What follows belongs to an exercise in optimizing a design on an open flow for small area; a production flow would make more cautious choices.
Function was checked by simulation only, so behaviour that the tests miss may differ from the original.

### run.sh
#!/bin/bash
# synth_recipe.tcl (not shown) runs the flow's synth.tcl, then flattens the netlist and writes it again
# the make line also repeats each setting of config.mk as NAME=value (left out here)
make -C /OpenROAD-flow-scripts/flow DESIGN_CONFIG=/design/flow/config.mk WORK_HOME=/design/flow/orfs CLKGATE_MAP_FILE= SYNTH_SCRIPT=/design/flow/synth_recipe.tcl finish
### config.mk
export PLATFORM = sky130hd
export DESIGN_NAME = postfix_expression_evaluator
export DESIGN_NICKNAME = postfix_expression_evaluator
export VERILOG_FILES = /design/flow/design.v
export SDC_FILE = /design/flow/constraint.sdc
export NUM_CORES = 4
export LEC_CHECK = 0
export CAP_MARGIN = 20
export CORE_MARGIN = 2
export CORE_UTILIZATION = 40
export SLEW_MARGIN = 20
### constraint.sdc
create_clock -name core_clock -period 10.0 [get_ports {clk}]
set_input_delay 2.0000 -clock core_clock [delete_from_list [all_inputs] [get_ports {clk}]]
set_output_delay 2.0000 -clock core_clock [all_outputs]
set_load 0.01 [all_outputs]
### design.v
package pfx_pkg;
	localparam int WORD_W = 32;
	localparam int STACK_DEPTH_DEF = 16;
	localparam int MAX_DIGITS_DEF  = 4;
	localparam logic [7:0] CH_ZERO = 8'h30;
	localparam logic [7:0] CH_NINE = 8'h39;
	localparam logic [7:0] CH_MUL  = 8'h2A;
	localparam logic [7:0] CH_ADD  = 8'h2B;
	localparam logic [7:0] CH_SUB  = 8'h2D;
	localparam logic [7:0] CH_DIV  = 8'h2F;
	typedef enum logic [2:0] {
		ERR_NONE      = 3'd0,
		ERR_OVERFLOW  = 3'd1,
		ERR_UNDERFLOW = 3'd2,
		ERR_DIVZERO   = 3'd3,
		ERR_TOOLONG   = 3'd4
	} pfx_err_t;
	typedef struct packed {
		logic accept;
		logic op_exec;
		logic op_write;
		logic drain_load;
	} pfx_cmd_t;
	typedef struct packed {
		logic op_go;
		logic op_is_div;
		logic div_zero;
		logic div_done;
		logic out_free;
		logic drain_last;
	} pfx_status_t;
endpackage
module pfx_div (
	input  logic                         clk,
	input  logic                         arst_n,
	input  logic                         start,
	input  logic [pfx_pkg::WORD_W-1:0]   dividend,
	input  logic [pfx_pkg::WORD_W-1:0]   divisor,
	output logic                         done,
	output logic [pfx_pkg::WORD_W-1:0]   quotient
);
	localparam int WW = pfx_pkg::WORD_W;
	localparam int SW = $clog2(WW);
	logic          busy_q;
	logic          done_q;
	logic          neg_q;
	logic [SW-1:0] step_q;
	logic [WW-1:0] rem_q;
	logic [WW-1:0] quo_q;
	logic [WW-1:0] dvs_q;
	logic [WW-1:0] mag_a;
	logic [WW-1:0] mag_b;
	logic [WW:0]   shifted;
	logic [WW+1:0] diff;
	logic          fits;
	assign mag_a = dividend[WW-1] ? (WW'(0) - dividend) : dividend;
	assign mag_b = divisor[WW-1] ? (WW'(0) - divisor) : divisor;
	assign shifted = {rem_q, quo_q[WW-1]};
	assign diff    = {1'b0, shifted} - {2'b00, dvs_q};
	assign fits    = !diff[WW+1];
	always_ff @(posedge clk or negedge arst_n) begin
		if (!arst_n) begin
			busy_q <= 1'b0;
			done_q <= 1'b0;
			step_q <= '0;
		end else begin
			done_q <= 1'b0;
			if (start) begin
				busy_q <= 1'b1;
				step_q <= '0;
			end else if (busy_q) begin
				step_q <= step_q + 1'b1;
				if (step_q == SW'(WW - 1)) begin
					busy_q <= 1'b0;
					done_q <= 1'b1;
				end
			end
		end
	end
	always_ff @(posedge clk) begin
		if (start) begin
			rem_q <= '0;
			quo_q <= mag_a;
			dvs_q <= mag_b;
			neg_q <= dividend[WW-1] ^ divisor[WW-1];
		end else if (busy_q) begin
			rem_q <= fits ? diff[WW-1:0] : shifted[WW-1:0];
			quo_q <= {quo_q[WW-2:0], fits};
		end
	end
	assign done     = done_q;
	assign quotient = neg_q ? (WW'(0) - quo_q) : quo_q;
endmodule
module pfx_dp #(
	parameter int STACK_DEPTH = pfx_pkg::STACK_DEPTH_DEF,
	parameter int MAX_DIGITS  = pfx_pkg::MAX_DIGITS_DEF
) (
	input  logic                        clk,
	input  logic                        arst_n,
	input  pfx_pkg::pfx_cmd_t           cmd,
	output pfx_pkg::pfx_status_t        status,
	input  logic [7:0]                  char_code,
	input  logic                        out_stall,
	output logic                        out_valid,
	output logic signed [31:0]          stack_value,
	output logic                        stack_empty,
	output logic [2:0]                  error_code,
	output logic                        final_entry
);
	localparam int WW = pfx_pkg::WORD_W;
	localparam int AW = $clog2(STACK_DEPTH);
	localparam int CW = $clog2(STACK_DEPTH + 1);
	localparam int PW = $clog2(10 ** MAX_DIGITS);
	localparam int DW = $clog2(MAX_DIGITS + 1);
	typedef enum logic [1:0] {OP_MUL, OP_ADD, OP_SUB, OP_DIV} op_t;
	logic [CW-1:0]     cnt_q;
	logic [PW-1:0]     pending_q;
	logic [DW-1:0]     dcnt_q;
	pfx_pkg::pfx_err_t err_q;
	op_t               op_q;
	logic              out_valid_q;
	logic [WW-1:0]     res_q;
	logic [WW-1:0]     top_rd_q;
	logic [WW-1:0]     nxt_rd_q;
	logic [WW-1:0]     value_q;
	logic              empty_q;
	logic              final_q;
	logic [2:0]        error_q;
	logic [WW-1:0]     stack_mem [STACK_DEPTH];
	logic              is_digit;
	logic              is_op;
	logic              is_sep;
	logic              full;
	logic              cnt_ge2;
	logic              digits_room;
	logic [3:0]        digit_val;
	logic [PW+3:0]     pend_x10;
	op_t               op_dec;
	logic              push_en;
	logic              wr_en;
	logic [AW-1:0]     wr_addr;
	logic [WW-1:0]     wr_data;
	logic [AW-1:0]     top_addr;
	logic [AW-1:0]     nxt_addr;
	logic              div_zero;
	logic              div_start;
	logic              div_done;
	logic [WW-1:0]     div_quot;
	logic              drain_last;
	logic              out_free;
	logic              err_set;
	pfx_pkg::pfx_err_t err_new;
	assign is_digit = (char_code >= pfx_pkg::CH_ZERO) && (char_code <= pfx_pkg::CH_NINE);
	assign is_op    = (char_code == pfx_pkg::CH_MUL) || (char_code == pfx_pkg::CH_ADD) ||
	                  (char_code == pfx_pkg::CH_SUB) || (char_code == pfx_pkg::CH_DIV);
	assign is_sep   = !is_digit && !is_op;
	assign digit_val   = char_code[3:0];
	assign pend_x10    = (PW+4)'({pending_q, 3'b000}) + (PW+4)'({pending_q, 1'b0}) +
	                     (PW+4)'(digit_val);
	assign digits_room = dcnt_q < DW'(MAX_DIGITS);
	always_comb begin
		op_dec = OP_ADD;
		if (char_code == pfx_pkg::CH_MUL) begin
			op_dec = OP_MUL;
		end else if (char_code == pfx_pkg::CH_SUB) begin
			op_dec = OP_SUB;
		end else if (char_code == pfx_pkg::CH_DIV) begin
			op_dec = OP_DIV;
		end
	end
	assign full       = cnt_q == CW'(STACK_DEPTH);
	assign cnt_ge2    = cnt_q >= CW'(2);
	assign drain_last = cnt_q <= CW'(1);
	assign top_addr   = AW'(cnt_q - CW'(1));
	assign nxt_addr   = AW'(cnt_q - CW'(2));
	assign push_en = cmd.accept && is_sep && (dcnt_q != '0) && !full;
	assign wr_en   = push_en || cmd.op_write;
	assign wr_addr = push_en ? AW'(cnt_q) : nxt_addr;
	assign wr_data = push_en ? WW'(pending_q) : res_q;
	always_ff @(posedge clk) begin
		if (wr_en) begin
			stack_mem[wr_addr] <= wr_data;
		end
		top_rd_q <= stack_mem[top_addr];
		nxt_rd_q <= stack_mem[nxt_addr];
	end
	assign div_zero  = top_rd_q == '0;
	assign div_start = cmd.op_exec && (op_q == OP_DIV) && !div_zero;
	pfx_div u_div (
		.clk      (clk),
		.arst_n   (arst_n),
		.start    (div_start),
		.dividend (nxt_rd_q),
		.divisor  (top_rd_q),
		.done     (div_done),
		.quotient (div_quot)
	);
	always_comb begin
		err_set = 1'b0;
		err_new = pfx_pkg::ERR_NONE;
		if (cmd.accept && is_digit && !digits_room) begin
			err_set = 1'b1;
			err_new = pfx_pkg::ERR_TOOLONG;
		end else if (cmd.accept && is_op && !cnt_ge2) begin
			err_set = 1'b1;
			err_new = pfx_pkg::ERR_UNDERFLOW;
		end else if (cmd.accept && is_sep && (dcnt_q != '0) && full) begin
			err_set = 1'b1;
			err_new = pfx_pkg::ERR_OVERFLOW;
		end else if (cmd.op_exec && (op_q == OP_DIV) && div_zero) begin
			err_set = 1'b1;
			err_new = pfx_pkg::ERR_DIVZERO;
		end
	end
	assign out_free = !out_valid_q || !out_stall;
	always_ff @(posedge clk or negedge arst_n) begin
		if (!arst_n) begin
			cnt_q       <= '0;
			pending_q   <= '0;
			dcnt_q      <= '0;
			err_q       <= pfx_pkg::ERR_NONE;
			op_q        <= OP_ADD;
			out_valid_q <= 1'b0;
		end else begin
			if (err_set && (err_q == pfx_pkg::ERR_NONE)) begin
				err_q <= err_new;
			end
			if (cmd.accept) begin
				if (is_digit) begin
					if (digits_room) begin
						pending_q <= PW'(pend_x10);
						dcnt_q    <= dcnt_q + 1'b1;
					end
				end else if (is_op) begin
					op_q <= op_dec;
				end else if (dcnt_q != '0) begin
					if (!full) begin
						cnt_q <= cnt_q + 1'b1;
					end
					pending_q <= '0;
					dcnt_q    <= '0;
				end
			end
			if (cmd.op_write) begin
				cnt_q <= cnt_q - 1'b1;
			end
			if (cmd.drain_load) begin
				out_valid_q <= 1'b1;
			end else if (!out_stall) begin
				out_valid_q <= 1'b0;
			end
			if (cmd.drain_load) begin
				if (drain_last) begin
					cnt_q     <= '0;
					pending_q <= '0;
					dcnt_q    <= '0;
					err_q     <= pfx_pkg::ERR_NONE;
				end else begin
					cnt_q <= cnt_q - 1'b1;
				end
			end
		end
	end
	always_ff @(posedge clk) begin
		if (cmd.op_exec) begin
			case (op_q)
				OP_MUL: res_q <= nxt_rd_q * top_rd_q;
				OP_ADD: res_q <= nxt_rd_q + top_rd_q;
				OP_SUB: res_q <= nxt_rd_q - top_rd_q;
				OP_DIV: res_q <= res_q;
			endcase
		end else if (div_done) begin
			res_q <= div_quot;
		end
	end
	always_ff @(posedge clk) begin
		if (cmd.drain_load) begin
			value_q <= (cnt_q == '0) ? '0 : top_rd_q;
			empty_q <= cnt_q == '0;
			final_q <= drain_last;
			error_q <= err_q;
		end
	end
	assign out_valid   = out_valid_q;
	assign stack_value = value_q;
	assign stack_empty = empty_q;
	assign error_code  = error_q;
	assign final_entry = final_q;
	assign status.op_go      = is_op && cnt_ge2;
	assign status.op_is_div  = op_q == OP_DIV;
	assign status.div_zero   = div_zero;
	assign status.div_done   = div_done;
	assign status.out_free   = out_free;
	assign status.drain_last = drain_last;
endmodule
module pfx_ctrl (
	input  logic                  clk,
	input  logic                  arst_n,
	input  logic                  in_valid,
	input  logic                  end_of_text,
	output logic                  in_stall,
	input  pfx_pkg::pfx_status_t  status,
	output pfx_pkg::pfx_cmd_t     cmd
);
	typedef enum logic [2:0] {
		S_IDLE,
		S_OP_EXEC,
		S_DIV_WAIT,
		S_OP_WRITE,
		S_DRAIN_RD,
		S_DRAIN_LD
	} state_t;
	state_t state_q;
	logic   eot_q;
	always_ff @(posedge clk or negedge arst_n) begin
		if (!arst_n) begin
			state_q <= S_IDLE;
			eot_q   <= 1'b0;
		end else begin
			case (state_q)
				S_IDLE: begin
					if (in_valid) begin
						eot_q <= end_of_text;
						if (status.op_go) begin
							state_q <= S_OP_EXEC;
						end else if (end_of_text) begin
							state_q <= S_DRAIN_RD;
						end
					end
				end
				S_OP_EXEC: begin
					if (status.op_is_div && status.div_zero) begin
						state_q <= eot_q ? S_DRAIN_RD : S_IDLE;
					end else if (status.op_is_div) begin
						state_q <= S_DIV_WAIT;
					end else begin
						state_q <= S_OP_WRITE;
					end
				end
				S_DIV_WAIT: begin
					if (status.div_done) begin
						state_q <= S_OP_WRITE;
					end
				end
				S_OP_WRITE: begin
					state_q <= eot_q ? S_DRAIN_RD : S_IDLE;
				end
				S_DRAIN_RD: begin
					state_q <= S_DRAIN_LD;
				end
				S_DRAIN_LD: begin
					if (status.out_free) begin
						state_q <= status.drain_last ? S_IDLE : S_DRAIN_RD;
					end
				end
				default: begin
					state_q <= S_IDLE;
				end
			endcase
		end
	end
	assign in_stall       = state_q != S_IDLE;
	assign cmd.accept     = (state_q == S_IDLE) && in_valid;
	assign cmd.op_exec    = state_q == S_OP_EXEC;
	assign cmd.op_write   = state_q == S_OP_WRITE;
	assign cmd.drain_load = (state_q == S_DRAIN_LD) && status.out_free;
endmodule
module postfix_expression_evaluator #(
	parameter int STACK_DEPTH = pfx_pkg::STACK_DEPTH_DEF,
	parameter int MAX_DIGITS  = pfx_pkg::MAX_DIGITS_DEF
) (
	input  logic               clk,
	input  logic               arst_n,
	input  logic               in_valid,
	output logic               in_stall,
	input  logic [7:0]         char_code,
	input  logic               end_of_text,
	output logic               out_valid,
	input  logic               out_stall,
	output logic signed [31:0] stack_value,
	output logic               stack_empty,
	output logic [2:0]         error_code,
	output logic               final_entry
);
	pfx_pkg::pfx_cmd_t    cmd;
	pfx_pkg::pfx_status_t status;
	pfx_ctrl u_ctrl (
		.clk         (clk),
		.arst_n      (arst_n),
		.in_valid    (in_valid),
		.end_of_text (end_of_text),
		.in_stall    (in_stall),
		.status      (status),
		.cmd         (cmd)
	);
	pfx_dp #(
		.STACK_DEPTH (STACK_DEPTH),
		.MAX_DIGITS  (MAX_DIGITS)
	) u_dp (
		.clk         (clk),
		.arst_n      (arst_n),
		.cmd         (cmd),
		.status      (status),
		.char_code   (char_code),
		.out_stall   (out_stall),
		.out_valid   (out_valid),
		.stack_value (stack_value),
		.stack_empty (stack_empty),
		.error_code  (error_code),
		.final_entry (final_entry)
	);
endmodule
==> run notes <==
## cells in the final DEF, fill, tap and decap left out, types with 19 or more instances in the layout
cell type          n
o21a_1            20
xor2_1            91
inv_1            450
buf_4             95
nor3_1            47
or3_1             19
fa_1             412
nand2_1          422
edfxtp_1         646
clkbuf_1          22
dfrtp_1           35
ha_1             224
a211oi_1          30
nand2b_1          31
clkbuf_16         84
o21ai_0          140
mux4_2           320
mux2i_1           35
a31oi_1           24
dfxtp_1           94
o31ai_1           25
nand3_1           33
a21oi_1          118
nor2b_1           50
clkdlybuf4s50_1   50
xnor2_1          171
nor2_1           140
and2_1           332
a21o_1            36
## worst min-delay path by stage
stage | to | slack (ns) | cells past startpoint
2_1_floorplan | u_dp.error_q[2]$_DFFE_PP_ | 0.44 | 0
3_3_place_gp | u_dp.error_q[2]$_DFFE_PP_ | 0.46 | 0
3_5_place_dp | u_dp.error_q[2]$_DFFE_PP_ | 0.46 | 0
4_1_cts | u_dp.error_q[2]$_DFFE_PP_ | 0.48 | 0
5_1_grt | u_dp.error_q[2]$_DFFE_PP_ | 0.50 | 0
6_report | u_dp.error_q[2]$_DFFE_PP_ | 0.49 | 0
## layer usage
metal / up-vias / track usage [%] / share of wire [%]
li1: 15460 / - / -
met1: 18175 / 29.1 / 42
met2: 1198 / 35.7 / 49
met3: 222 / 3.06 / 6.4
met4: 2 / 6.51 / 2.9
met5: - / 0 / 0.0081
## through the flow
stage / cell area [um^2] / hold WS [ns] / worst slack, ns
floorplan: 55100 / 0.442 / 2.93
global placement: 57700 / 0.464 / 1.95
detailed placement: 57700 / 0.464 / 2.02
CTS: 60600 / 0.477 / 1.97
global route: 60600 / 0.498 / 1.62
finish: 60600 / 0.489 / 2.02
## logic make-up after synthesis
logic type / count (synthesis) / synth area share [%]
XOR/XNOR: 265 / 4.21
AND/OR/NAND/NOR: 1180 / 10.8
AO/OA/AOI/OAI: 499 / 5.73
buffers and inverters: 723 / 4.95
multiplexers: 356 / 13.7
adder cells (fa/ha/maj): 638 / 20.1
flip-flops: 781 / 40.5
## final cells by class
cell class	instances	area, um^2
Timing Repair Buffer	149	1270
Clock buffer	115	2300
Clock inverter	39	534
Fill cell	12392	76400
Inverter	451	1690
Multi-Input combinational cell	2938	30200
Antenna cell	2	5.00
Tap cell	1794	2240
Sequential cell	781	22300
## worst max-delay path, stage by stage (launching register included)
cell and delay, ns:
dfxtp_1 0.97, buf_4 0.43, nand2_1 0.13, fa_1 0.41, inv_1 0.08, fa_1 0.45
fa_1 0.53, inv_1 0.05, fa_1 0.47, inv_1 0.04, ha_1 0.26, ha_1 0.30
fa_1 0.51, fa_1 0.44, ha_1 0.33, o21ai_0 0.16, o21bai_1 0.10, a2111oi_0 0.29
a21oi_1 0.11, and2_1 0.21, a41oi_1 0.53, o221ai_1 0.26, a41oi_1 0.31, mux2i_1 0.23
a211oi_1 0.06
## flip-flops by register name, indices dropped and copies added (netlist names), 2 cells and up
name and flops:
u_dp.value_q 32, u_dp.u_div.step_q 5, u_dp.dcnt_q 3, u_dp.err_q 3, u_dp.stack_mem 512, u_dp.top_rd_q 32, u_dp.cnt_q 5, u_ctrl.state_q 3
u_dp.u_div.rem_q 32, u_dp.pending_q 14, u_dp.u_div.quo_q 32, u_dp.op_q 2, u_dp.nxt_rd_q 32, u_dp.error_q 3, u_dp.u_div.dvs_q 32, u_dp.res_q 32
==> results.sh <==
export IMPL_grt_antenna_before_repair=5
export IMPL_path_class="reg -> reg"
export IMPL_dp_hpwl_mm=99.4
export IMPL_final_util_pct=44.2
export IMPL_die_h_um=375
export IMPL_syn_to_final_growth_pct=10.0
export IMPL_cts_buffer_depth=3
export IMPL_end_kind="flop"
export IMPL_cts_max_level=3
export IMPL_post_cts_buffers=0
export IMPL_numCtsBuffers=84
export IMPL_hold_class="reg -> reg"
export IMPL_fin_crit_sh_pct=79.8
export IMPL_setup_tns_ns=0
export IMPL_maxCapViolCount=0
export IMPL_r2r_start="u_dp.nxt_rd_q[3]$_DFF_P_"
export IMPL_nNetsFinal=5056
export IMPL_grt_pass1_wl_mm=227
export IMPL_viasPerCell=5.59
export IMPL_clkLatencyLatePin_ns=0.72
export IMPL_fmax_mhz=125
export IMPL_synth_area_um2=55100
export IMPL_syn_area_per_cell_um2=12.4
export IMPL_synth_edf_count=646
export IMPL_wl_mm=149
export IMPL_gr_total_overflow=0
export IMPL_arrival_ns=8.38
export IMPL_endpoint="u_dp.res_q[30]$_DFFE_PP_"
export IMPL_max_slew_margin_rel_pct=25.8
export IMPL_synth_most_common_cell="edfxtp_1"
export IMPL_hold_viol=0
export IMPL_drc=0
export IMPL_worst_slew_pin_slew_ns=1.11
export IMPL_hold_buffers=0
export IMPL_ys_top_cells_by_area="edfxtp_1, fa_1, mux4_2"
export IMPL_cts_sinks=781
export IMPL_initial_core_util_pct=40.2
export IMPL_crit_fanout=19
export IMPL_startpoint_type="flop"
export IMPL_io_pins=52
export IMPL_r2r_end="u_dp.res_q[30]$_DFFE_PP_"
export IMPL_synth_top_area_share_pct=35.2
export IMPL_synth_top_cell_by_area="edfxtp_1"
export IMPL_grt_usage_pct=21.4
export IMPL_wl_per_cell_um=23.7
export IMPL_synth_cell_type_count=79
export IMPL_final_cells=6269
export IMPL_cts_tree="yes"
export IMPL_rsz0062_at_grt="no"
export IMPL_outcome="no timing/DRC/antenna violations"
export IMPL_rrSetupSlack_ns=2.02
export IMPL_synthFlopType="edfxtp_1"
export IMPL_ys_ff_latch=781
export IMPL_startpoint="u_dp.nxt_rd_q[3]$_DFF_P_"
export IMPL_dp_cells=6112
export IMPL_drt_iter0_drc=3172
export IMPL_first_pass_iters=5
export IMPL_fin_worst_skew_ns=0.0582
export IMPL_syn_inst=4442
export IMPL_setup_viol=0
export IMPL_post_route_min_period_ns=7.98
export IMPL_syn_nets=5093
export IMPL_slew_viol_final=0
export IMPL_cts_root_buf="clkbuf_16"
export IMPL_num_vias=35057
export IMPL_coreArea_um2=137000
export IMPL_cts_resized=0
export IMPL_required_ns=10.39
export IMPL_clkTransAtPathRegs_ns=0.06
export IMPL_yosys_warnings=3
export IMPL_grt_pass1_vias=35957
export IMPL_die_area_um2=141000
export IMPL_ys_async_sr_fraction_pct=4.99
export IMPL_grt_max_degree=115
export IMPL_port_buffers=51
export IMPL_drive_gt1_share_pct=13.5
export IMPL_hold_start="u_dp.err_q[2]$_DFF_PN0_"
export IMPL_ant_nets=0
export IMPL_place_gp_congestion=0.902
export IMPL_ff2ff_path_depth=24
export IMPL_ys_seq_area_share_pct=40.5
export IMPL_ys_top_cells_by_count="edfxtp_1, inv_1, nand2_1, fa_1, and2_1"
export IMPL_die_w_um=375
export IMPL_num_rows=136

separate check: timing with driven ports:
No port has a modelled driver above. Below, the same layout with a new extraction and two added sets of constraints.
Step 1 (the two cells are an assumption about what drives the block):
set clk [get_ports {clk}]
set_driving_cell -lib_cell sky130_fd_sc_hd__clkbuf_16 $clk
set_driving_cell -lib_cell sky130_fd_sc_hd__buf_2 [delete_from_list [all_inputs] $clk]
Step 2 moves the port delays by t, midway between the first and last clock arrival at a register: inputs arrive t later, outputs are due t later. That takes back most of the time a late clock gives input paths.
a / b / c = ideal / step 1 / step 2; a / b = the first two.
shift t [ns]: 0.758
slack for setup (ns): 2.017 / 2.017 / 2.017
worst setup path after step 2: register to register
worst slew at a driven data input, ns: 0.04
After both steps this run still meets setup and hold. The setup slack of this run moves by 0.000 ns with the drivers and by 0.000 ns with both steps.
